What follows belongs to an exercise in optimizing a design on an open flow for small area and a short achievable clock period; a production flow would make more cautious choices. The RTL was checked by simulation tests, not by an equivalence proof against the original design. Power is estimated from default activity; no workload was simulated.

===== flow/design.v =====
module pixel_compositor #(
  parameter int          N_SPRITES  = 4,
  parameter int          TILE_SHIFT = 4,
  parameter int          TILE_ROWS  = 30,
  parameter int          TILE_COLS  = 40,
  parameter logic [23:0] TILE_RGB   = 24'h555500
) (
  input  logic                            Clk,
  input  logic                            Reset,
  input  logic                            frame_start,
  input  logic                            pix_valid,
  input  logic [9:0]                      DrawX,
  input  logic [9:0]                      DrawY,
  input  logic [N_SPRITES-1:0]            spr_en,
  input  logic [10*N_SPRITES-1:0]         spr_x,
  input  logic [10*N_SPRITES-1:0]         spr_y,
  input  logic [10*N_SPRITES-1:0]         spr_w,
  input  logic [10*N_SPRITES-1:0]         spr_h,
  input  logic [24*N_SPRITES-1:0]         spr_rgb,
  input  logic                            tile_we,
  input  logic [$clog2(TILE_ROWS)-1:0]    tile_row,
  input  logic [$clog2(TILE_COLS)-1:0]    tile_col,
  input  logic                            tile_din,
  output logic                            out_valid,
  output logic [7:0]                      Red,
  output logic [7:0]                      Green,
  output logic [7:0]                      Blue,
  output logic [$clog2(N_SPRITES):0]      hit_idx
);
  localparam int RW = $clog2(TILE_ROWS);
  localparam int CW = $clog2(TILE_COLS);
  logic [N_SPRITES-1:0]    act_en_q;
  logic [10*N_SPRITES-1:0] act_x_q, act_y_q, act_w_q, act_h_q;
  logic [24*N_SPRITES-1:0] act_rgb_q;
  logic [24*N_SPRITES-1:0] prev_rgb_q;
  always_ff @(posedge Clk) begin
    if (Reset)            act_en_q <= '0;
    else if (frame_start) act_en_q <= spr_en;
    if (frame_start) begin
      act_x_q   <= spr_x;
      act_y_q   <= spr_y;
      act_w_q   <= spr_w;
      act_h_q   <= spr_h;
      act_rgb_q <= spr_rgb;
    end
    prev_rgb_q <= act_rgb_q;
  end
  logic          trst_q, twe_q, tdin_q;
  logic [RW-1:0] trow_q;
  logic [CW-1:0] tcol_q;
  always_ff @(posedge Clk) begin
    trst_q <= Reset;
    twe_q  <= tile_we;
    tdin_q <= tile_din;
    trow_q <= tile_row;
    tcol_q <= tile_col;
  end
  logic [TILE_COLS-1:0] tile_q [TILE_ROWS];
  logic [TILE_ROWS-1:0] row_sel;
  logic [TILE_COLS-1:0] col_sel;
  logic                 wdat;
  always_comb begin
    for (int r = 0; r < TILE_ROWS; r++) row_sel[r] = trst_q || (twe_q && (trow_q == RW'(r)));
    for (int c = 0; c < TILE_COLS; c++) col_sel[c] = trst_q || (tcol_q == CW'(c));
    wdat = tdin_q && !trst_q;
  end
  for (genvar r = 0; r < TILE_ROWS; r++) begin : g_row
    for (genvar c = 0; c < TILE_COLS; c++) begin : g_col
      always_ff @(posedge Clk) begin
        if (row_sel[r] && col_sel[c]) tile_q[r][c] <= wdat;
      end
    end
  end
  logic [3:0]           cond [N_SPRITES];
  logic [10:0]          lox [N_SPRITES];
  logic [10:0]          hix [N_SPRITES];
  logic [10:0]          loy [N_SPRITES];
  logic [10:0]          hiy [N_SPRITES];
  logic [TILE_COLS-1:0] csel;
  logic [TILE_ROWS-1:0] col_bits;
  always_comb begin
    for (int c = 0; c < TILE_COLS; c++) csel[c] = (DrawX[9:4] == 6'(c));
    for (int r = 0; r < TILE_ROWS; r++) col_bits[r] = |(tile_q[r] & csel);
    for (int i = 0; i < N_SPRITES; i++) begin
      lox[i] = {1'b0, act_x_q[10*i +: 10]} - {1'b0, act_w_q[10*i +: 10]};
      hix[i] = {1'b0, act_x_q[10*i +: 10]} + {1'b0, act_w_q[10*i +: 10]};
      loy[i] = {1'b0, act_y_q[10*i +: 10]} - {1'b0, act_h_q[10*i +: 10]};
      hiy[i] = {1'b0, act_y_q[10*i +: 10]} + {1'b0, act_h_q[10*i +: 10]};
      cond[i][0] = lox[i][10] || (DrawX >= lox[i][9:0]);
      cond[i][1] = hix[i][10] || (DrawX <= hix[i][9:0]);
      cond[i][2] = loy[i][10] || (DrawY >= loy[i][9:0]);
      cond[i][3] = hiy[i][10] || (DrawY <= hiy[i][9:0]);
    end
  end
  logic                 v1_q;
  logic [N_SPRITES-1:0] en1_q;
  logic [3:0]           cond1_q [N_SPRITES];
  logic [9:3]           px1_q;
  logic [9:4]           py1_q;
  logic [TILE_ROWS-1:0] cb1_q;
  logic                 pw1_q, pdin1_q, pclr1_q;
  logic [RW-1:0]        prow1_q;
  always_ff @(posedge Clk) begin
    v1_q   <= pix_valid & ~Reset;
    en1_q  <= act_en_q;
    for (int i = 0; i < N_SPRITES; i++) cond1_q[i] <= cond[i];
    px1_q  <= DrawX[9:3];
    py1_q  <= DrawY[9:4];
    cb1_q  <= col_bits;
    pw1_q   <= twe_q && (tcol_q == DrawX[9:4]) && (int'(tcol_q) < TILE_COLS);
    pdin1_q <= tdin_q;
    prow1_q <= trow_q;
    pclr1_q <= trst_q;
  end
  logic [N_SPRITES-1:0] hit_c;
  logic [N_SPRITES-1:0] first;
  logic                 prior;
  logic [23:0]          spr_c;
  logic [TILE_ROWS-1:0] rsel;
  logic                 tile_c;
  logic [2:0]           idx_c;
  logic [23:0]          rgb_c;
  always_comb begin
    for (int i = 0; i < N_SPRITES; i++) hit_c[i] = en1_q[i] && (&cond1_q[i]);
    prior = 1'b0;
    for (int i = 0; i < N_SPRITES; i++) begin
      first[i] = hit_c[i] & ~prior;
      prior    = prior | hit_c[i];
    end
    spr_c = '0;
    for (int i = 0; i < N_SPRITES; i++) spr_c = spr_c | (prev_rgb_q[24*i +: 24] & {24{first[i]}});
    idx_c = hit_c[0] ? 3'd0 : hit_c[1] ? 3'd1 : hit_c[2] ? 3'd2 : hit_c[3] ? 3'd3 : 3'd4;
    for (int r = 0; r < TILE_ROWS; r++) rsel[r] = (py1_q == 6'(r));
    tile_c = |(cb1_q & rsel);
    if (pw1_q && ({1'b0, prow1_q} == py1_q) && (int'(prow1_q) < TILE_ROWS)) tile_c = pdin1_q;
    if (pclr1_q) tile_c = 1'b0;
    rgb_c = prior ? spr_c : tile_c ? TILE_RGB : {16'h0000, 1'b0, ~px1_q[9:3]};
  end
  logic        v2_q;
  logic [2:0]  idx2_q;
  logic [23:0] rgb2_q;
  always_ff @(posedge Clk) begin
    v2_q   <= v1_q & ~Reset;
    idx2_q <= idx_c;
    rgb2_q <= rgb_c;
  end
  logic        v3_q;
  logic [2:0]  idx3_q;
  logic [23:0] rgb3_q;
  always_ff @(posedge Clk) begin
    if (Reset || !v2_q) begin
      v3_q   <= 1'b0;
      idx3_q <= 3'd4;
      rgb3_q <= 24'h000000;
    end else begin
      v3_q   <= 1'b1;
      idx3_q <= idx2_q;
      rgb3_q <= rgb2_q;
    end
  end
  assign out_valid = v3_q;
  assign Red       = rgb3_q[23:16];
  assign Green     = rgb3_q[15:8];
  assign Blue      = rgb3_q[7:0];
  assign hit_idx   = idx3_q;
endmodule

===== flow/flow/run.sh =====
#!/bin/bash
# Standard synthesis, then the standard layout with: timing repair aimed at a larger setup margin,
# buf_2 as the port buffer, and clock-tree sink clusters of up to 25 flip-flops. The design is
# still laid out and signed off at the design's clock period and constraints.
set -euo pipefail
bash standard.sh synth > synth.log 2>&1
bash standard.sh SETUP_SLACK_MARGIN=6.8 \
  "BUFFER_PORTS_ARGS=-buffer_cell sky130_fd_sc_hd__buf_2" \
  CTS_CLUSTER_SIZE=25 CTS_CLUSTER_DIAMETER=100 PLACE_DENSITY=0.5 \
  finish > layout.log 2>&1

===== flow/standard.sh =====
#!/bin/bash
# synth_recipe.tcl (not shown) runs the flow's synth.tcl, then flattens the netlist and writes it again
# the make line also repeats each setting of config.mk as NAME=value (left out here)
make -C /OpenROAD-flow-scripts/flow DESIGN_CONFIG=/design/flow/config.mk WORK_HOME=/design/flow/orfs CLKGATE_MAP_FILE= SYNTH_SCRIPT=/design/flow/synth_recipe.tcl "${@:-finish}"

===== flow/config.mk =====
export PLATFORM = sky130hd
export DESIGN_NAME = pixel_compositor
export DESIGN_NICKNAME = pixel_compositor
export VERILOG_FILES = /design/flow/design.v
export SDC_FILE = /design/flow/constraint.sdc
export NUM_CORES = 4
export LEC_CHECK = 0
export CAP_MARGIN = 20
export CORE_MARGIN = 2
export CORE_UTILIZATION = 40
export SLEW_MARGIN = 20

===== flow/constraint.sdc =====
create_clock -name core_clock -period 10.0 [get_ports {Clk}]
set_input_delay 2.0000 -clock core_clock [delete_from_list [all_inputs] [get_ports {Clk}]]
set_output_delay 2.0000 -clock core_clock [all_outputs]
set_load 0.01 [all_outputs]

==> parameters.txt, run 1 <==
Parameter                              Value

Outcome
  Outcome ... no timing/DRC/antenna violations

Synth
  FFs w/ async S/R, synth ... 0%
  Synth Instances ... about 5700
  Number of nets produced by synthesis ... 6310
  Count of flip-flops with a built-in enable after synthesis ... 1456
  Main synth FF type ... sky130_fd_sc_hd__edfxtp_1
  Cell type with the largest total area after synthesis ... sky130_fd_sc_hd__edfxtp_1
  Mean instance size in the synthesized netlist ... roughly 13 sq um
  Portion of the post-synthesis area used by sequential elements ... between 60% and 70%
  Synthesized flop and latch total ... between 1500 and 2000
  Cell types occupying the most area after synthesis ... sky130_fd_sc_hd__edfxtp_1 (60%), sky130_fd_sc_hd__nor2_1 (6.9%), sky130_fd_sc_hd__dfxtp_1 (6.7%)
  List of most frequent post-synthesis cells ... sky130_fd_sc_hd__edfxtp_1 (1456), sky130_fd_sc_hd__nor2_1 (1325), sky130_fd_sc_hd__a22oi_1 (567), sky130_fd_sc_hd__clkbuf_1 (339), sky130_fd_sc_hd__ha_1 (320)
  Area share of the largest cell type after synthesis ... about three fifths
  Post-synth design cell area ... just over 70000 sq um
  Cell variety after synth ... between 70 and 80
  Cell with the most instances after synthesis ... sky130_fd_sc_hd__edfxtp_1
  Warning count from the yosys run ... 8

Timing
  Worst slew margin relative to its limit ... between 20 and 25%
  Time the worst path needs with I/O delays and setup ... between 3000 and 4000 ps
  Hold Vio Cnt, Final ... 0
  Slew Viols, Final ... 0
  Setup slack of the critical path after layout ... around 6600 ps
  Worst Tran Pin Value ... approximately 1200 ps
  RSZ-0062 raised after global routing ... true
  Post-route fraction of the period consumed by the critical path ... between 30% and 40%
  Summed negative setup slack over all endpoints ... 0 ps
  Total setup violations reported at the end of the flow ... 0
  Post-Route Hold Slack ... approximately 340 ps
  Worst clock skew ... about 60 ps
  Top achievable clock speed ... 298 MHz

Job
  Max cap viols ... 0

Critical path
  Required time worst endpoint ... about 11000 ps
  R2R Setup Slk ... between 6000 and 7000 ps
  Maximum fanout along the worst path ... 11
  Slowest library cell on the worst path ... sky130_fd_sc_hd__nor2_4
  Slowest cell delay on critical path ... roughly 400 ps
  Critical Path, Cell by Cell ... buf_12, clkbuf_16, nand4bb_4, buf_4, nor2_4, buf_12, a22oi_1, nand4_1, nor4_1, nand4_1
  CP endpoint kind ... flop
  Buffers plus inverters on the worst setup path ... 4
  Category of the critical setup timing path ... input pin to flop
  Setup crit start kind ... input pin
  Delay-heaviest family, CP ... simple AND/OR/NAND/NOR gates
  Critical path arrival ... between 4000 and 5000 ps

Floorplanning
  Overall die area ... 184000 sq um
  Die height ... 429 microns
  Width of the die ... around 430 microns
  Std-Cell Core Area ... about 180000 sq um
  Starting Density ... about two fifths
  Std-Cell Rows ... roughly 160
  I/O pin count ... 325

Placed design
  Hpwl dp ... 150 mm
  Final weighted congestion in routability-driven placement ... about 0.84
  Placement-stage cell area ... 77400 sq um
  IO Port Bufs ... around 320
  Post-place setup slack ... roughly 4700 ps
  Cell count after placement ... 8088

Detailed routing
  DRC violation count after routing ... 0
  Total number of vias ... about 52000
  Wire length after detailed routing ... 286 mm
  Post-detailed-route wirelength per cell ... approximately 34 microns
  Number of antenna-violating nets in the routed design ... 0
  DRT iter0 DRCs ... about 8800
  First drt pass iteration count ... 6
  Via/cell ratio ... slightly above 6

Clock tree
  Worst-path clk slew ... about 110 ps
  Number of H-tree branching levels ... 3
  Number of buffers inserted by hold repair at cts ... 0
  Clk root buf ... sky130_fd_sc_hd__clkbuf_16
  Clock tree from TritonCTS ... yes
  Worst skew pair latency ... around 800 ps
  CTS max path bufs ... 3
  Number of sinks handled by clock tree synthesis ... 1698
  Clock buffer count from CTS ... slightly above 80

Final layout
  Area delta synth->final ... 18.5%
  Number of nets in the final layout ... 6699
  Share of cells above drive strength 1 ... between 20% and 30%
  Final Util ... a little under half
  Number of standard cells in the final layout excluding fillers ... approximately 8500
  Total non-filler cell area in the finished layout ... around 86000 sq um

GRT
  Number of antenna violations at the first check in global routing ... 23
  Total track usage ... 28.8%
  Total grt overflow ... 0
  Wire length of the first global-routing pass ... approximately 370 mm
  Largest net degree at the start of global routing ... 289
  Vias in the first global route ... 48309

Power and ir drop
  Design Power ... 14.9 mW
  Leakage power figure ... ~30 nW
  Peak ir drop on the vdd network ... roughly 0.16 mV
  Cell Pwr Density ... about 170 nW/um^2

Hold path
  Class of the most critical hold timing path ... flop to flop
==> per-layer routing <==
| layer | vias up | part of all wire (%) | track usage [%] |
|---|---|---|---|
| li1 | 21666 | - | - |
| met1 | 26345 | 38 | 39.9 |
| met2 | 3251 | 45 | 45.2 |
| met3 | 657 | 11 | 4.59 |
| met4 | 14 | 5.3 | 11.6 |
| met5 | - | 0.027 | 0 |
==> flip-flops by register name (all words and copies together), names as in the netlist, 24 cells and up <==
| signal | cells |
|---|---|
| rgb3_q | 24 |
| cb1_q | 30 |
| act_x_q | 40 |
| prev_rgb_q | 96 |
| rgb2_q | 24 |
| act_rgb_q | 96 |
| act_w_q | 40 |
| act_y_q | 40 |
| tile_q | 1200 |
| act_h_q | 40 |
==> power breakdown <==
| group | internal, mW | switching, mW |
|---|---|---|
| clock | 1.67 | 2.41 |
| combinational | 0.852 | 1.40 |
| sequential | 8.31 | 0.278 |
==> timing repair <==
| action | 4_1_cts | 5_1_grt |
|---|---|---|
| buffers inserted | 104 | 109 |
| gates cloned | 21 | 25 |
| pin swaps | 102 | 203 |
| endpoints found under the setup margin | 362 | 347 |
| gates resized for setup | 317 | 247 |
| endpoints found under the hold margin | 0 | 0 |
==> placed cells by master (no fill, tap or decap), types with 96 or more instances in the layout <==
master,count
sky130_fd_sc_hd__a22oi_2,97
sky130_fd_sc_hd__clkbuf_16,110
sky130_fd_sc_hd__inv_1,180
sky130_fd_sc_hd__nand4_1,163
sky130_fd_sc_hd__ha_1,307
sky130_fd_sc_hd__buf_2,297
sky130_fd_sc_hd__a22oi_1,470
sky130_fd_sc_hd__dfxtp_1,218
sky130_fd_sc_hd__buf_4,214
sky130_fd_sc_hd__edfxtp_1,1456
sky130_fd_sc_hd__xnor2_1,96
sky130_fd_sc_hd__nor2_1,1274
==> cell families after synthesis <==
group | share of synthesized area [%]
compound gates | 11.1
xor+xnor | 1.62
fa+ha+maj | 5.98
buf+inv | 3.33
flops | 67.1
mux | 0.100
simple gates | 10.8
==> final timing paths <==
path,start,to,cells past startpoint
max,DrawX[8],cb1_q[15]$_DFF_P_,10
min,act_rgb_q[58]$_DFFE_PP_,prev_rgb_q[58]$_DFF_P_,0
max reg2reg,tcol_q[2]$_DFF_P_,tile_q[6][4]$_DFFE_PP_,5
min reg2reg,act_rgb_q[58]$_DFFE_PP_,prev_rgb_q[58]$_DFF_P_,0
==> area by class of cell <==
cell class | instances | area [sq um]
Fill cell | 16160 | 94600
Clock buffer | 129 | 2330
Clock inverter | 20 | 234
Inverter | 187 | 717
Multi-Input combinational cell | 3377 | 23700
Timing Repair Buffer | 719 | 7210
Sequential cell | 1698 | 48600
Antenna cell | 9 | 22.5
Tap cell | 2370 | 2970
==> run 2: changes to the inputs <==
--- a/flow/flow/run.sh
+++ b/flow/flow/run.sh
@@ -4,7 +4,7 @@
 # still laid out and signed off at the design's clock period and constraints.
 set -euo pipefail
 bash standard.sh synth > synth.log 2>&1
-bash standard.sh SETUP_SLACK_MARGIN=6.8 \
+bash standard.sh SETUP_SLACK_MARGIN=6.7 \
   "BUFFER_PORTS_ARGS=-buffer_cell sky130_fd_sc_hd__buf_2" \
-  CTS_CLUSTER_SIZE=25 CTS_CLUSTER_DIAMETER=100 PLACE_DENSITY=0.5 \
+  CTS_CLUSTER_SIZE=25 CTS_CLUSTER_DIAMETER=100 \
   finish > layout.log 2>&1
==> run 2 against run 1 <==
Effect of this change: worst hold slack improved by 1.6 ps; design area shrank 5.0%; clock skew down 7.3 ps; non-clock buffer count decreased by 155; routed wire length fell by 9.8%; combinational power is 8% lower; first-iteration DRC count increased by 0.23%; cell count decreased by 1.8%; clock-buffer cell count is 5 higher; synthesized cell count did not move; largest cell class unchanged.
==> parameters.txt, run 2 <==
Parameter                              Value

Timing
  Post-route fraction of the period consumed by the critical path ... 33.9% (+0.42 points)
  Top achievable clock speed ... 295 MHz (-1.2%)
  Worst Tran Pin Value ... 1210 ps (+47.8 ps)
  Total setup violations reported at the end of the flow ... 0 (unchanged)
  Worst slew margin relative to its limit ... 19.3% (-2.9 points)
  Time the worst path needs with I/O delays and setup ... 3390 ps (+41.8 ps)
  Slew Viols, Final ... 0 (unchanged)
  Worst clock skew ... 52.3 ps (-7.30 ps)
  Hold Vio Cnt, Final ... 0 (unchanged)
  RSZ-0062 raised after global routing ... true

Floorplanning
  Die height ... 429 microns (unchanged)
  Std-Cell Core Area ... 180000 sq um (unchanged)
  Starting Density ... 40.1% (unchanged)
  I/O pin count ... 325 (unchanged)
  Std-Cell Rows ... 156 (unchanged)
  Overall die area ... 184000 sq um (unchanged)
  Width of the die ... 429 microns (unchanged)

Critical path
  Category of the critical setup timing path ... input pin to flop
  Logic depth of the worst register-to-register path ... 5 (unchanged)
  Required time worst endpoint ... 10680 ps (-30 ps)
  CP endpoint kind ... flop
  Critical path arrival ... 4080 ps (+20 ps)
  Maximum fanout along the worst path ... 22 (+11)
  Setup crit start kind ... input pin

GRT
  Largest net degree at the start of global routing ... 247 (-15%)
  Most Crowded Layer GR ... met2
  GR Layer Usage met3 ... 6.76% (+2.2 points)
  Total grt overflow ... 0 (unchanged)
  Met1 capacity usage during global routing ... 35.8% (-4.0 points)
  Vias in the first global route ... 48671 (+0.75%)
  Number of antenna violations at the first check in global routing ... 21 (-8.7%)
  Total track usage ... 26.8% (-2.0 points)
  Wire length of the first global-routing pass ... 354 mm (-5.6%)
  Met2 layer usage reported by global route ... 41.4% (-3.8 points)

Placed design
  Hpwl dp ... 150 mm (-0.13%)
  IO Port Bufs ... 324 (unchanged)
  Cell count after placement ... 8089 (+0.012%)
  Final weighted congestion in routability-driven placement ... 0.923 (+9.9%)

Synth
  List of most frequent post-synthesis cells ... sky130_fd_sc_hd__edfxtp_1 (1456), sky130_fd_sc_hd__nor2_1 (1325), sky130_fd_sc_hd__a22oi_1 (567), sky130_fd_sc_hd__clkbuf_1 (339), sky130_fd_sc_hd__ha_1 (320)
  Cell variety after synth ... 74 (unchanged)
  Synth Instances ... 5677 (unchanged)
  Portion of the post-synthesis area used by sequential elements ... 67.1% (unchanged)
  Count of flip-flops with a built-in enable after synthesis ... 1456 (unchanged)
  Number of nets produced by synthesis ... 6310 (unchanged)
  Cell with the most instances after synthesis ... sky130_fd_sc_hd__edfxtp_1
  Cell type with the largest total area after synthesis ... sky130_fd_sc_hd__edfxtp_1
  Cell types occupying the most area after synthesis ... sky130_fd_sc_hd__edfxtp_1 (60%), sky130_fd_sc_hd__nor2_1 (6.9%), sky130_fd_sc_hd__dfxtp_1 (6.7%)
  Synthesized flop and latch total ... 1698 (unchanged)
  Warning count from the yosys run ... 8 (unchanged)
  FFs w/ async S/R, synth ... 0% (unchanged)
  Mean instance size in the synthesized netlist ... 12.7 sq um (unchanged)
  Post-synth design cell area ... 72400 sq um (unchanged)
  Area share of the largest cell type after synthesis ... 60.4% (unchanged)
  Main synth FF type ... sky130_fd_sc_hd__edfxtp_1

Detailed routing
  DRT iter0 DRCs ... 8859 (+0.23%)
  Via/cell ratio ... 6.16 (+0.98%)
  Wire length after detailed routing ... 258 mm (-9.8%)
  Post-detailed-route wirelength per cell ... 30.9 microns (-8.1%)
  DRC violation count after routing ... 0 (unchanged)
  Number of antenna-violating nets in the routed design ... 0 (unchanged)
  First drt pass iteration count ... 8 (+2)
  Total number of vias ... 51481 (-0.87%)

Clock tree
  Clock buffer count from CTS ... 80 (-3.6%)
  Number of buffers inserted by hold repair at cts ... 0 (unchanged)
  Worst skew pair latency ... 760 ps (-30 ps)
  Number of H-tree branching levels ... 3 (unchanged)
  CTS max path bufs ... 3 (unchanged)
  Worst-path clk slew ... 100 ps (about the same)
  Number of sinks handled by clock tree synthesis ... 1698 (unchanged)
  Clk root buf ... sky130_fd_sc_hd__clkbuf_16
  Clock tree from TritonCTS ... yes

Final layout
  Share of cells above drive strength 1 ... 14.9% (-5.6 points)
  Number of standard cells in the final layout excluding fillers ... 8353 (-1.8%)
  Area delta synth->final ... 12.6%
  Final Util ... 45.2% (-2.4 points)
  Number of flip-flops under the largest register name ... 1200 (unchanged)
  Largest registers in the final layout ... tile_q (1200), act_rgb_q (96), prev_rgb_q (96)
  Most frequent cells in the layout ... sky130_fd_sc_hd__edfxtp_1 (1456), sky130_fd_sc_hd__nor2_1 (1282), sky130_fd_sc_hd__a22oi_1 (561)
  Number of nets in the final layout ... 6542 (-2.3%)
  Largest register by flop count ... tile_q
  Most common library cell in the layout ignoring fill and taps ... sky130_fd_sc_hd__edfxtp_1

Job
  Max cap viols ... 0 (unchanged)

Outcome
  Outcome ... no timing/DRC/antenna violations

Hold path
  Cell count of the worst hold path ... 0 (unchanged)
  Class of the most critical hold timing path ... flop to flop

Power and ir drop
  Cell Pwr Density ... 179 nW/um^2 (+3.0%)
  Peak ir drop on the vdd network ... 0.121 mV (-25%)
  Leakage power figure ... 28.6 nW (-5.2%)
## run 2: changes by cell type in the layout (fill, tap and decap cells not counted), moves of 23 or more
cell                        previous run  this run
sky130_fd_sc_hd__a22oi_1             470       561
sky130_fd_sc_hd__buf_16               35         1
sky130_fd_sc_hd__buf_12               92        25
sky130_fd_sc_hd__buf_4               214       178
sky130_fd_sc_hd__clkbuf_16           110        87
sky130_fd_sc_hd__a22oi_2              97         6
## run 2: cells by family after synthesis
logic type	after synthesis	share of synthesized area (%)
AOI/OAI and AO/OA	1111	11.1
xor gates and xnor gates	134	1.62
adders and majority gates	336	5.98
buffers and inverters	604	3.33
DFF	1698	67.1
muxes	7	0.100
and+or+nand+nor	1787	10.8
## run 2: what timing repair did
action | in CTS | in global routing
pin swaps | 35 | 34
gates cloned | 2 | 5
endpoints found under the setup margin | 1121 | 657
gates resized for setup | 76 | 108
setup buffers | 64 | 36
## run 2: routing by layer
metal | share of wire [%] | up-vias
met3 | 13 | 839
met5 | 0.044 | -
met4 | 5.5 | 18
met2 | 44 | 3790
met1 | 37 | 25522
li1 | - | 21312
## run 2: final timing paths
kind | startpoint | to | slack (ps)
worst max-delay path | DrawX[7] | cb1_q[17]$_DFF_P_ | 6610
worst max register to register | trst_q$_DFF_P_ | tile_q[17][31]$_DFFE_PP_ | 6700
worst min register to register | act_rgb_q[68]$_DFFE_PP_ | prev_rgb_q[68]$_DFF_P_ | 340
worst min-delay path | act_rgb_q[68]$_DFFE_PP_ | prev_rgb_q[68]$_DFF_P_ | 340
## run 2: power breakdown
part	leakage [nW]	switching (mW)	internal (mW)
clock network	1.16	2.29	1.62
registers	15.0	0.303	8.31
logic	12.4	1.32	0.757
## run 2: per-stage QoR
stage	worst slack (ps)	area, sq um	total power, mW	setup TNS [ps]	hold WS, ps
6_report	6610	81500	14.6	0	342
5_1_grt	6550	81500	15.1	0	350
4_1_cts	6630	80500	14.5	0	341
3_5_place_dp	4760	77200	10.7	0	327
3_3_place_gp	4810	77200	10.7	0	324
2_1_floorplan	-2120	72400	9.90	-2541930	323
## run 2: worst max-delay path, cell delays in order
cell                      delay, ps
sky130_fd_sc_hd__buf_2          150
sky130_fd_sc_hd__buf_12         170
sky130_fd_sc_hd__or4_4          610
sky130_fd_sc_hd__nor2_4         170
sky130_fd_sc_hd__buf_8          330
sky130_fd_sc_hd__a22oi_1        150
sky130_fd_sc_hd__nand4_1        290
sky130_fd_sc_hd__nor4_2          90
sky130_fd_sc_hd__nand4_1        100
## run 2: area by class of cell
type                       instances  area, sq um
tap                             2370         2970
sequential                      1698        48600
inverter                         187          713
clock buffer                     134         2270
timing repair buffer             564         4030
multi-input combinational       3378        22800
clock inverter                    12          148
antenna                           10         25.0
fill                           16395        98900
==> run 3: changes to the inputs <==
--- a/flow/flow/run.sh
+++ b/flow/flow/run.sh
@@ -4,7 +4,7 @@
 # still laid out and signed off at the design's clock period and constraints.
 set -euo pipefail
 bash standard.sh synth > synth.log 2>&1
-bash standard.sh SETUP_SLACK_MARGIN=6.7 \
+bash standard.sh SETUP_SLACK_MARGIN=6.9 \
   "BUFFER_PORTS_ARGS=-buffer_cell sky130_fd_sc_hd__buf_2" \
   CTS_CLUSTER_SIZE=25 CTS_CLUSTER_DIAMETER=100 \
   finish > layout.log 2>&1
==> run 3 against run 2 <==
Effect of this change: sequential cell count unchanged; first-iteration DRC count is 4.5% higher; global-route usage rose by 1.0 points; clock power is essentially flat; critical path depth grew 3; critical path type unchanged; area after synthesis stayed put; non-clock buffer count rose by 130; sequential share of layout area down 2.2 points; routed wire length increased by 4.5%; via count grew 2.5%; core utilization up 1.7 points; highest routed layer unchanged.
==> parameters.txt, run 3 <==
Parameter                              Value

Final layout
  Final Util ... 46.9% (+1.7 points)
  Number of nets in the final layout ... 6673 (+2.0%)
  Most frequent cells in the layout ... sky130_fd_sc_hd__edfxtp_1 (1456), sky130_fd_sc_hd__nor2_1 (1278), sky130_fd_sc_hd__a22oi_1 (497)
  Area delta synth->final ... 16.9%
  Largest registers in the final layout ... tile_q (1200), act_rgb_q (96), prev_rgb_q (96)
  Most common library cell in the layout ignoring fill and taps ... sky130_fd_sc_hd__edfxtp_1
  Largest register by flop count ... tile_q
  Count of filler cells inserted in the layout ... 16059 (-2.0%)
  Number of standard cells in the final layout excluding fillers ... 8485 (+1.6%)
  Number of flip-flops under the largest register name ... 1200 (unchanged)
  Share of cells above drive strength 1 ... 19.9% (+5.1 points)

Clock tree
  Clk root buf ... sky130_fd_sc_hd__clkbuf_16
  Worst-path clk slew ... 100 ps (about the same)
  Number of buffers inserted by hold repair at cts ... 0 (unchanged)
  Clock buffer count from CTS ... 80 (unchanged)
  Number of sinks handled by clock tree synthesis ... 1698 (unchanged)
  Number of H-tree branching levels ... 3 (unchanged)
  Clock tree from TritonCTS ... yes
  Worst skew pair latency ... 770 ps (about the same)
  CTS max path bufs ... 3 (unchanged)

Timing
  Time the worst path needs with I/O delays and setup ... 3430 ps (+34.2 ps)
  Worst Tran Pin Value ... 1290 ps (+84.7 ps)
  Hold Vio Cnt, Final ... 0 (unchanged)
  Total setup violations reported at the end of the flow ... 0 (unchanged)
  Post-route fraction of the period consumed by the critical path ... 34.3% (+0.34 points)
  Worst slew margin relative to its limit ... 13.8% (-5.5 points)
  RSZ-0062 raised after global routing ... true
  Worst clock skew ... 60.3 ps (+8.04 ps)
  Setup slack of the critical path after layout ... 6570 ps (-34.2 ps)
  Top achievable clock speed ... 292 MHz (-1.0%)
  Slew Viols, Final ... 0 (unchanged)
  Summed negative setup slack over all endpoints ... 0 ps (unchanged)

GRT
  Total grt overflow ... 0 (unchanged)
  Number of antenna violations at the first check in global routing ... 29 (+38%)
  Vias in the first global route ... 49725 (+2.2%)
  GR Layer Usage met3 ... 8.07% (+1.3 points)
  Largest net degree at the start of global routing ... 247 (unchanged)
  Met1 capacity usage during global routing ... 36.3% (+0.48 points)
  Wire length of the first global-routing pass ... 366 mm (+3.3%)
  Met2 layer usage reported by global route ... 42.2% (+0.84 points)
  Most Crowded Layer GR ... met2
  Total track usage ... 27.8% (+1.0 points)

Hold path
  Class of the most critical hold timing path ... flop to flop
  Hold-critical path endpoint ... prev_rgb_q[2]$_DFF_P_
  Cell count of the worst hold path ... 0 (unchanged)
  Launch instance of the worst min-delay path ... act_rgb_q[2]$_DFFE_PP_

Critical path
  Delay-heaviest family, CP ... simple AND/OR/NAND/NOR gates
  Crit path top cell by count ... sky130_fd_sc_hd__buf_12
  Slowest cell delay on critical path ... 530 ps (-80 ps)
  Critical Path, Cell by Cell ... buf_8, buf_12, buf_6, nand4b_1, buf_12, buf_8, nor2_4, buf_12, a22oi_2, nand4_1, nor4_4, nand4_1
  Slowest library cell on the worst path ... sky130_fd_sc_hd__nor2_4
  Required time worst endpoint ... 10700 ps (+20 ps)
  Capture instance of the worst register-to-register path ... tile_q[4][3]$_DFFE_PP_
  Maximum fanout along the worst path ... 6 (-73%)
  Worst r2r src ... trst_q$_DFF_P_
  Critical path arrival ... 4120 ps (+40 ps)
  R2R Setup Slk ... 6840 ps (+140 ps)
  Logic depth of the worst register-to-register path ... 3 (-2)
  Buffers plus inverters on the worst setup path ... 6 (+3)
  CP endpoint kind ... flop
  Setup crit start kind ... input pin
  Category of the critical setup timing path ... input pin to flop

Placed design
  Cell count after placement ... 8089 (unchanged)
  Final weighted congestion in routability-driven placement ... 0.923 (unchanged)
  IO Port Bufs ... 324 (unchanged)
  Post-place setup slack ... 4760 ps (unchanged)
  Hpwl dp ... 150 mm (unchanged)

Detailed routing
  Number of antenna-violating nets in the routed design ... 0 (unchanged)
  First drt pass iteration count ... 9 (+1)
  Total number of vias ... 52754 (+2.5%)
  Post-detailed-route wirelength per cell ... 31.7 microns (+2.9%)
  Via/cell ratio ... 6.22 (+0.88%)
  DRT iter0 DRCs ... 9260 (+4.5%)
  DRC violation count after routing ... 0 (unchanged)
  Wire length after detailed routing ... 269 mm (+4.5%)

Floorplanning
  Std-Cell Core Area ... 180000 sq um (unchanged)
  I/O pin count ... 325 (unchanged)
  Std-Cell Rows ... 156 (unchanged)
  Die height ... 429 microns (unchanged)
  Starting Density ... 40.1% (unchanged)
  Width of the die ... 429 microns (unchanged)
  Overall die area ... 184000 sq um (unchanged)

Synth
  Cell type with the largest total area after synthesis ... sky130_fd_sc_hd__edfxtp_1
  FFs w/ async S/R, synth ... 0% (unchanged)
  Synthesized flop and latch total ... 1698 (unchanged)
  Mean instance size in the synthesized netlist ... 12.7 sq um (unchanged)
  Synth Instances ... 5677 (unchanged)
  Post-synth design cell area ... 72400 sq um (unchanged)
  Warning count from the yosys run ... 8 (unchanged)
  Number of nets produced by synthesis ... 6310 (unchanged)
  Cell with the most instances after synthesis ... sky130_fd_sc_hd__edfxtp_1
  Portion of the post-synthesis area used by sequential elements ... 67.1% (unchanged)
  Main synth FF type ... sky130_fd_sc_hd__edfxtp_1
  Count of flip-flops with a built-in enable after synthesis ... 1456 (unchanged)
  List of most frequent post-synthesis cells ... sky130_fd_sc_hd__edfxtp_1 (1456), sky130_fd_sc_hd__nor2_1 (1325), sky130_fd_sc_hd__a22oi_1 (567), sky130_fd_sc_hd__clkbuf_1 (339), sky130_fd_sc_hd__ha_1 (320)
  Area share of the largest cell type after synthesis ... 60.4% (unchanged)
  Cell types occupying the most area after synthesis ... sky130_fd_sc_hd__edfxtp_1 (60%), sky130_fd_sc_hd__nor2_1 (6.9%), sky130_fd_sc_hd__dfxtp_1 (6.7%)
  Cell variety after synth ... 74 (unchanged)

Outcome
  Outcome ... no timing/DRC/antenna violations

Power and ir drop
  Peak ir drop on the vdd network ... 0.121 mV (about the same)
  Design Power ... 14.8 mW (+1.3%)
  Leakage power figure ... 29.7 nW (+3.8%)
  Cell Pwr Density ... 175 nW/um^2 (-2.4%)

Job
  Max cap viols ... 0 (unchanged)
==> run 3: cell counts after synthesis <==
No cell type changed its count.
==> run 3: how the worst max path moves through the flow <==
stage	cells after the start	slack, ps	to	start
after floorplan	3	-2120	tile_q[0][0]$_DFFE_PP_	trst_q$_DFF_P_
after global placement	8	4810	cb1_q[27]$_DFF_P_	DrawX[5]
after detailed placement	8	4760	cb1_q[27]$_DFF_P_	DrawX[5]
after CTS	11	6710	cb1_q[19]$_DFF_P_	DrawX[7]
after global routing	12	6600	cb1_q[3]$_DFF_P_	DrawX[7]
final	12	6570	cb1_q[3]$_DFF_P_	DrawX[7]
==> run 3: stage by stage <==
step                      hold slack (ps)  area [sq um]
after floorplan                       323         72400
after CTS                             341         82900
after global routing                  350         84600
final                                 345         84600
after global placement                324         77200
after detailed placement              327         77200
==> run 3: cell families after synthesis <==
family / after synthesis / synth area share (%)
and+or+nand+nor: 1787 / 10.8
xor gates and xnor gates: 134 / 1.62
AOI/OAI and AO/OA: 1111 / 11.1
muxes: 7 / 0.100
buffers and inverters: 604 / 3.33
adders and majority gates: 336 / 5.98
DFF: 1698 / 67.1
==> run 3: final cells by class <==
cell class	instances	area (sq um)	area share [%]
clock buffers	134	2270	2.68
multi-input cells	3379	23700	28.0
well taps	2370	2970	3.51
repair buffers	694	6190	7.32
flip-flops and latches	1698	48600	57.5
clock inverters	12	148	0.175
inverters	187	717	0.847
diodes	11	27.5	0.0325
==> run 3: repair_timing <==
item / 4_1_cts / 5_1_grt
gates cloned: 20 / 9
buffers inserted: 157 / 52
pin swaps: 135 / 189
resized for setup: 329 / 216
setup endpoints to repair: 1517 / 319
==> run 3: per-layer routing <==
layer | up-vias | part of all wire [%]
li1 | 21578 | -
met1 | 26139 | 36
met2 | 4020 | 44
met3 | 981 | 14
met4 | 36 | 6.5
met5 | - | 0.099
==> run 3: report_power, final <==
group	internal, mW	total, mW	switching, mW
sequential	8.31	8.62	0.313
combinational	0.853	2.25	1.40
clock	1.62	3.92	2.30
==> run 3: worst register-to-register path, stage by stage, from the launching register on <==
cell and delay [ps]:
sky130_fd_sc_hd__dfxtp_4 500, sky130_fd_sc_hd__nor2b_4 640, sky130_fd_sc_hd__buf_6 680, sky130_fd_sc_hd__buf_12 760
==> run 4: changes to the inputs <==
==> flow/flow/run.sh (replaced) <==
#!/bin/bash
set -euo pipefail
bash standard.sh synth > synth.log 2>&1
bash standard.sh SETUP_SLACK_MARGIN=6.8 \
  "BUFFER_PORTS_ARGS=-buffer_cell sky130_fd_sc_hd__buf_2" \
  CTS_CLUSTER_SIZE=25 CTS_CLUSTER_DIAMETER=100 SKIP_INCREMENTAL_REPAIR=1 \
  finish > layout.log 2>&1
==> run 4 against run 3 <==
Effect of this change: critical path depth decreased by 3; highest routed layer unchanged; maximum frequency increased by 0.44%; non-clock buffer count decreased by 146; clock-buffer cell count unchanged; clock power about the same; largest power group unchanged; worst setup slack improved by 15 ps; die area unchanged; worst hold slack got worse by 2.0 ps; sequential cell count unchanged; synthesized cell count unchanged; core utilization decreased by 1.9 points; sequential share of layout area increased by 2.4 points; still clean on timing, DRC and antenna.
==> parameters.txt, run 4 <==
Parameter                              Value

Detailed routing
  Total number of vias ... 51421 (-2.5%)
  First drt pass iteration count ... 6 (-3)
  Wire length after detailed routing ... 256 mm (-4.9%)
  Number of antenna-violating nets in the routed design ... 0 (unchanged)
  Post-detailed-route wirelength per cell ... 30.7 microns (-3.2%)
  Via/cell ratio ... 6.17 (-0.77%)
  DRT iter0 DRCs ... 8650 (-6.6%)
  DRC violation count after routing ... 0 (unchanged)

Clock tree
  Worst-path clk slew ... 100 ps (about the same)
  Number of sinks handled by clock tree synthesis ... 1698 (unchanged)
  Number of resized instances in the post-cts repair step ... 182 (-45%)
  Number of buffers inserted by hold repair at cts ... 0 (unchanged)
  Clock buffer count from CTS ... 80 (unchanged)
  Worst skew pair latency ... 760 ps (about the same)
  Number of H-tree branching levels ... 3 (unchanged)
  Clk root buf ... sky130_fd_sc_hd__clkbuf_16
  Setup bufs post-CTS ... 89 (-43%)
  CTS max path bufs ... 3 (unchanged)
  Clock tree from TritonCTS ... yes

Critical path
  Category of the critical setup timing path ... input pin to flop
  Critical path arrival ... 4030 ps (-90 ps)
  Maximum fanout along the worst path ... 21 (+15)
  CP endpoint kind ... flop
  Setup crit start kind ... input pin
  Required time worst endpoint ... 10620 ps (-80 ps)

Timing
  Time the worst path needs with I/O delays and setup ... 3410 ps (-14.9 ps)
  Post-route fraction of the period consumed by the critical path ... 34.1% (-0.15 points)
  Post-Route Hold Slack ... 343 ps (-2.00 ps)
  Slew Viols, Final ... 0 (unchanged)
  Summed negative setup slack over all endpoints ... 0 ps (unchanged)
  Worst slew margin relative to its limit ... 17.3% (+3.5 points)
  Worst Tran Pin Value ... 1240 ps (-55.8 ps)
  Total setup violations reported at the end of the flow ... 0 (unchanged)
  Top achievable clock speed ... 293 MHz (+0.44%)
  Hold Vio Cnt, Final ... 0 (unchanged)
  Worst clock skew ... 53.3 ps (-6.98 ps)

Synth
  Synth Instances ... 5677 (unchanged)
  Main synth FF type ... sky130_fd_sc_hd__edfxtp_1
  Cell with the most instances after synthesis ... sky130_fd_sc_hd__edfxtp_1
  Portion of the post-synthesis area used by sequential elements ... 67.1% (unchanged)
  Synthesized flop and latch total ... 1698 (unchanged)
  List of most frequent post-synthesis cells ... sky130_fd_sc_hd__edfxtp_1 (1456), sky130_fd_sc_hd__nor2_1 (1325), sky130_fd_sc_hd__a22oi_1 (567), sky130_fd_sc_hd__clkbuf_1 (339), sky130_fd_sc_hd__ha_1 (320)
  Cell type with the largest total area after synthesis ... sky130_fd_sc_hd__edfxtp_1
  Post-synth design cell area ... 72400 sq um (unchanged)
  Cell variety after synth ... 74 (unchanged)
  Area share of the largest cell type after synthesis ... 60.4% (unchanged)
  Number of nets produced by synthesis ... 6310 (unchanged)
  FFs w/ async S/R, synth ... 0% (unchanged)
  Count of flip-flops with a built-in enable after synthesis ... 1456 (unchanged)
  Warning count from the yosys run ... 8 (unchanged)
  Mean instance size in the synthesized netlist ... 12.7 sq um (unchanged)
  Cell types occupying the most area after synthesis ... sky130_fd_sc_hd__edfxtp_1 (60%), sky130_fd_sc_hd__nor2_1 (6.9%), sky130_fd_sc_hd__dfxtp_1 (6.7%)

Placed design
  IO Port Bufs ... 324 (unchanged)
  Final weighted congestion in routability-driven placement ... 0.923 (unchanged)
  Placement-stage cell area ... 77200 sq um (unchanged)
  Hpwl dp ... 150 mm (unchanged)

Final layout
  Largest registers in the final layout ... tile_q (1200), act_rgb_q (96), prev_rgb_q (96)
  Most frequent cells in the layout ... sky130_fd_sc_hd__edfxtp_1 (1456), sky130_fd_sc_hd__nor2_1 (1286), sky130_fd_sc_hd__a22oi_1 (565)
  Area delta synth->final ... 12.2%
  Total non-filler cell area in the finished layout ... 81200 sq um (-4.0%)
  Most common library cell in the layout ignoring fill and taps ... sky130_fd_sc_hd__edfxtp_1
  Final Util ... 45.0% (-1.9 points)
  Share of cells above drive strength 1 ... 14.4% (-5.5 points)
  Largest register by flop count ... tile_q
  Number of nets in the final layout ... 6526 (-2.2%)
  Number of flip-flops under the largest register name ... 1200 (unchanged)

GRT
  Number of antenna violations at the first check in global routing ... 22 (-24%)
  Largest net degree at the start of global routing ... 247 (unchanged)
  Total grt overflow ... 0 (unchanged)
  Total track usage ... 26.9% (-0.92 points)
  Wire length of the first global-routing pass ... 355 mm (-2.8%)
  Vias in the first global route ... 48863 (-1.7%)

Hold path
  Class of the most critical hold timing path ... flop to flop

Power and ir drop
  Cell Pwr Density ... 179 nW/um^2 (+2.7%)
  Switching power as a share of total power ... 26.8% (-0.32 points)
  Switching power ... 3.90 mW (-2.6%)
  Internal power ... 10.7 mW (-1.0%)
  Register share of total power ... 59.1% (+0.8 points)
  Peak ir drop on the vdd network ... 0.120 mV (-0.90%)
  Design Power ... 14.6 mW (-1.4%)
  Clock power frac ... 26.8% (+0.3 points)
  Combinational share of power ... 14.1% (-1.1 points)
  Leakage power figure ... 28.4 nW (-4.1%)

Floorplanning
  Overall die area ... 184000 sq um (unchanged)
  Die height ... 429 microns (unchanged)
  Std-Cell Core Area ... 180000 sq um (unchanged)
  Width of the die ... 429 microns (unchanged)
  Std-Cell Rows ... 156 (unchanged)
  I/O pin count ... 325 (unchanged)
  Starting Density ... 40.1% (unchanged)

Job
  Max cap viols ... 0 (unchanged)

Outcome
  Outcome ... no timing/DRC/antenna violations
## run 4: cell counts after synthesis
Identical to the previous run, type by type.
## run 4: worst max-delay path: stages
cell,delay (ps)
sky130_fd_sc_hd__buf_6,250
sky130_fd_sc_hd__nand4bb_4,310
sky130_fd_sc_hd__nor2_4,70
sky130_fd_sc_hd__buf_4,310
sky130_fd_sc_hd__a22o_1,250
sky130_fd_sc_hd__a221oi_1,200
sky130_fd_sc_hd__nand3_1,100
sky130_fd_sc_hd__nor4_1,340
sky130_fd_sc_hd__nand4_1,150
## run 4: routing by layer
layer	wire length [microns]	track usage, %	vias to the layer above
met2	114000	41.4	3694
li1	-	-	21282
met5	154	0	-
met1	94900	35.9	25627
met3	33700	6.89	794
met4	13500	11.8	24
## run 4: area by class of cell
| type | count | area (sq um) |
|---|---|---|
| Fill cell | 16429 | 99100 |
| Antenna cell | 8 | 20.0 |
| Clock buffer | 134 | 2270 |
| Clock inverter | 12 | 148 |
| Timing Repair Buffer | 548 | 3920 |
| Tap cell | 2370 | 2970 |
| Sequential cell | 1698 | 48600 |
| Inverter | 187 | 709 |
| Multi-Input combinational cell | 3378 | 22600 |
## run 4: logic make-up after synthesis
| group | after synthesis | share of synthesized area [%] |
|---|---|---|
| buffers and inverters | 604 | 3.33 |
| adder cells (fa/ha/maj) | 336 | 5.98 |
| AO/OA/AOI/OAI | 1111 | 11.1 |
| XOR/XNOR | 134 | 1.62 |
| multiplexers | 7 | 0.100 |
| AND/OR/NAND/NOR | 1787 | 10.8 |
| flip-flops | 1698 | 67.1 |
## run 4: final timing paths
| path | endpoint | slack (ps) | from | depth (start not counted) |
|---|---|---|---|---|
| setup reg to reg | tile_q[21][30]$_DFFE_PP_ | 6650 | trst_q$_DFF_P_ | 3 |
| hold reg to reg | prev_rgb_q[60]$_DFF_P_ | 340 | act_rgb_q[60]$_DFFE_PP_ | 0 |
| setup / recovery | cb1_q[19]$_DFF_P_ | 6590 | DrawX[9] | 9 |
| hold / removal | prev_rgb_q[60]$_DFF_P_ | 340 | act_rgb_q[60]$_DFFE_PP_ | 0 |
## run 4: power by group through the flow
stage          Clock (mW)  Combinational (mW)  Sequential (mW)
2_1_floorplan           0                1.29             8.61
3_3_place_gp            0                1.91             8.76
3_5_place_dp            0                1.97             8.75
4_1_cts              3.95                2.02             8.60
5_1_grt              4.17                2.24             8.64
6_report             3.91                2.05             8.61
## run 4: per-stage QoR
stage / setup slack (ps) / std cells
finish: 6590 / 8335
detailed placement: 4760 / 8089
CTS: 6690 / 8327
global route: 6500 / 8332
floorplan: -2120 / 5677
global placement: 4810 / 8088

## static timing again, ports no longer ideal
The flow's constraints put no driver on any port. The routed layouts listed below were extracted and timed again, unchanged, in two steps. Step 1: set_driving_cell puts a clkbuf_16 on Clk and a buf_2 on each other input, an assumption about the parent block. Step 2, shift: input delay + t, output delay - t, t = (earliest + latest rising clock arrival at the registers) / 2. This alone moves slack from input paths to output paths. Slacks: ideal / step 1 / step 2; pairs: ideal / step 1.
run	t, ns	slack for setup (ns)	hold slack, ns	slew at the worst register clock pin (ns)
run 1	0.845	6.648 / 6.669 / 5.824	0.341 / 0.341 / 0.341	0.12 / 0.12
run 2	0.822	6.607 / 6.654 / 5.833	0.342 / 0.342 / 0.342	0.12 / 0.12
run 3	0.828	6.572 / 6.581 / 5.753	0.345 / 0.345 / 0.345	0.12 / 0.12
run 4	0.827	6.587 / 6.619 / 5.792	0.343 / 0.343 / 0.343	0.11 / 0.11
After both steps setup and hold are still met in every run listed. For run 1, which loses most, drivers alone change the setup slack by +0.021 ns; drivers and shift together by -0.824 ns.
